Context: an optimization exercise on an open-source flow, tuned for small area. The choices shown serve that exercise and are no tape-out recipe.
In this exercise RTL edits were held to simulation tests only and were not proved equivalent to the original.
Power figures rest on the tool's default switching activity, not on a simulated workload.

Setup of build 12:
## uart_rx
module uart_rx (
    input  logic       clk,
    input  logic       srst,
    input  logic       rx,
    input  logic       rd_en,
    output logic [7:0] dout,
    output logic       valid,
    output logic       empty,
    output logic [8:0] data_count,
    output logic       framing_err,
    output logic       overrun_err
);
Size in the first run: roughly 5,100 cells after synthesis, ~4,200 flip-flops, about 25 I/O pins, roughly 91,000 sq um of cells after synthesis.
==> flow/config.mk <==
export PLATFORM = sky130hd
export DESIGN_NAME = uart_rx
export DESIGN_NICKNAME = uart_rx
export VERILOG_FILES = /design/flow/design.v
export SDC_FILE = /design/flow/constraint.sdc
export NUM_CORES = 4
export LEC_CHECK = 0
export CAP_MARGIN = 20
export CORE_MARGIN = 2
export CORE_UTILIZATION = 70
export CTS_BUF_LIST = sky130_fd_sc_hd__clkbuf_8
export CTS_CLUSTER_DIAMETER = 45
export CTS_CLUSTER_SIZE = 18
export SLEW_MARGIN = 20
==> flow/constraint.sdc <==
create_clock -name core_clock -period 11.0 [get_ports {clk}]
set_input_delay 2.2000 -clock core_clock [delete_from_list [all_inputs] [get_ports {clk}]]
set_output_delay 2.2000 -clock core_clock [all_outputs]
set_load 0.01 [all_outputs]
run.sh (not shown) runs the stock make flow with config.mk's settings and CLKGATE_MAP_FILE= SYNTH_SCRIPT=/design/flow/synth_recipe.tcl, a recipe that flattens the netlist after the stock synthesis.
The following lists how build 17 was set up differently from build 12:
- CTS_CLUSTER_SIZE now 16, was 18
- CTS_CLUSTER_DIAMETER now 60, was 45
- CORE_UTILIZATION now 50, was 70
==> notes.md <==
Each of the runs, namely build 17 and build 12, reached the end of the flow and came out clean.
Power dissipated in the clock network: build 17 vs build 12 up about 3%
The die used by build 17 is larger than the one used by build 12.
When build 17 is measured against build 12, its setup slack on the worst flop-to-flop path turns out 210 ps higher.
Delta(area of all placed cells without fillers, build 17 - build 12) > 0
Build 17 has final hold slack below what build 12 had.
Relative to build 12, build 17 degrades final critical delay including setup and external delays.
Build 17: first-iteration DRC count is 659 lower than what build 12 reported.
From build 12 to build 17 the numbers moved as follows: final critical-path setup slack dropped 420 ps; average footprint of a synthesized cell closely matched the old numbers.
Setup changes, build 17 to build 86
- CORE_UTILIZATION changed from 50 to 70
- CTS_CLUSTER_SIZE changed from 16 to 20
- CTS_CLUSTER_DIAMETER changed from 60 to 50
Notes after the runs:
The final instance count without filler cells in build 17 is 1.10 times that in build 86. Sort build 86 and build 17 by area added between synthesis and finish, descending, and build 17 comes first. Any difference in multi-input logic portion of the cell area between build 86 and build 17 is small enough to ignore. Total power: build 86 vs build 17 down 630 uW. Build 86 ended up with sky130_fd_sc_hd__clkdlybuf4s50_1 as its cell type of the slowest stage on the worst timing path; build 17 ended up with sky130_fd_sc_hd__dfxtp_1. Delta (build 86 minus build 17): via count lost 0.88%, first-pass GRT wire length lost about 1.2%, portion of the layout cell area used by non-clock buffers ~0 delta, setup slack has increased. Count of buffer and inverter cells on the critical path (lower): build 17. From build 17 to build 86 the numbers moved as follows: relative slew slack shrank by 7.2 points, met3 routing resource usage after global routing grew by 2.6 points.

========
## run 1
Another version of the RTL of uart_rx (not shown whole).
Size in the first run: about 5,300 cells after synthesis, roughly 4,200 flip-flops, roughly 25 I/O pins.
export LEC_CHECK = 0
export CAP_MARGIN = 20
export CORE_MARGIN = 2
export CORE_UTILIZATION = 50
export SLEW_MARGIN = 20
create_clock -name core_clock -period 11.0 [get_ports {clk}]
Run 1: full flow OK, the timing, DRC and antenna checks passed
### run 1 -> run 2
- putting CTS_CLUSTER_SIZE at 28 where nothing was set
- putting CTS_BUF_LIST at sky130_fd_sc_hd__clkbuf_16 where nothing was set
- putting CTS_CLUSTER_DIAMETER at 80 where nothing was set
Results
Run 1 → run 2: final critical path time including I/O delays and setup down 0.087 ns; level count of the clock H-tree went down 1; clock network power share has decreased; logic gate share of total power saw an increase; wire length reported by the detailed router fell 4.1%.
Run 2 — via count 5.0% lower, run 1 as reference
Compared with run 1, run 2 shows a clock-pin slew of the registers on the worst-case setup and hold paths that is 0.03 ns higher.
Utilization run 1 -> run 2: down
In run 2 the setup clock skew after layout turned out 0.033 ns lower than in run 1.
Every run (run 2 and run 1) finished clean.
Relative to run 2, the following input files were edited for run 3:
- swapping 80 for 60 in CTS_CLUSTER_DIAMETER
- swapping sky130_fd_sc_hd__clkbuf_16 for sky130_fd_sc_hd__clkbuf_8 in CTS_BUF_LIST
- swapping 28 for 16 in CTS_CLUSTER_SIZE
Row first-pass GRT wire length: run 3 higher / run 2 lower. [compare] base=run 2 new=run 3: number of filler cells placed in the layout picked up an extra 133, H-tree depth reported by CTS picked up an extra 1.
For run 4, these inputs were changed with respect to run 3:
- swapping 16 for 20 in CTS_CLUSTER_SIZE
- swapping 60 for 50 in CTS_CLUSTER_DIAMETER
--- outcome ---
[compare] base=run 3 new=run 4: wire length of the first global-routing pass fell about 0.6%; number of buffers inserted by port buffering essentially unchanged; initial antenna violation count +1; fmax ~0 delta; number of clock buffers in the layout fell 9.8%.
Run 4 against run 3: total global-route track usage shows no meaningful change, worst IR drop on VDD has decreased, worst setup slack increased 0.011 ns, cell internal power dissipation barely changed.
From run 3 to run 4 the numbers moved as follows: routed wire length lower, non-clock buffer count roughly the same.

[afterwards: timing with drivers on the ports]
The results above use ideal ports. As a check the final layouts listed here were re-extracted and re-timed, cells and wires unchanged. Step 1 sets driving cells, clkbuf_16 on the clock port and buf_2 on the other inputs (assumed; they add their load-dependent delay and slew). Step 2 moves the port delays by t, midway between the first and last clock arrival at a register: inputs arrive t later, outputs are due t later. That takes back most of the time a late clock gives input paths. Three values: no drivers, after step 1, after step 2; two values: the first two.
run | t, ns | setup slack, ns | worst data-port slew with drivers (ns)
build 12 | 1.069 | 5.527 / 5.452 / 5.690 | 0.03
build 17 | 1.069 | 5.110 / 5.032 / 5.839 | 0.04
build 86 | 1.048 | 5.592 / 5.515 / 5.678 | 0.03
run 1 | 0.986 | 5.350 / 5.272 / 5.352 | 0.05
run 2 | 0.903 | 5.437 / 5.356 / 5.354 | 0.05
run 3 | 1.102 | 5.240 / 5.165 / 5.420 | 0.05
run 4 | 1.075 | 5.251 / 5.175 / 5.360 | 0.05
After both steps every run listed still meets setup and hold. The setup slack of run 2, which loses most, moves by -0.081 ns with the drivers and by -0.083 ns with both steps.
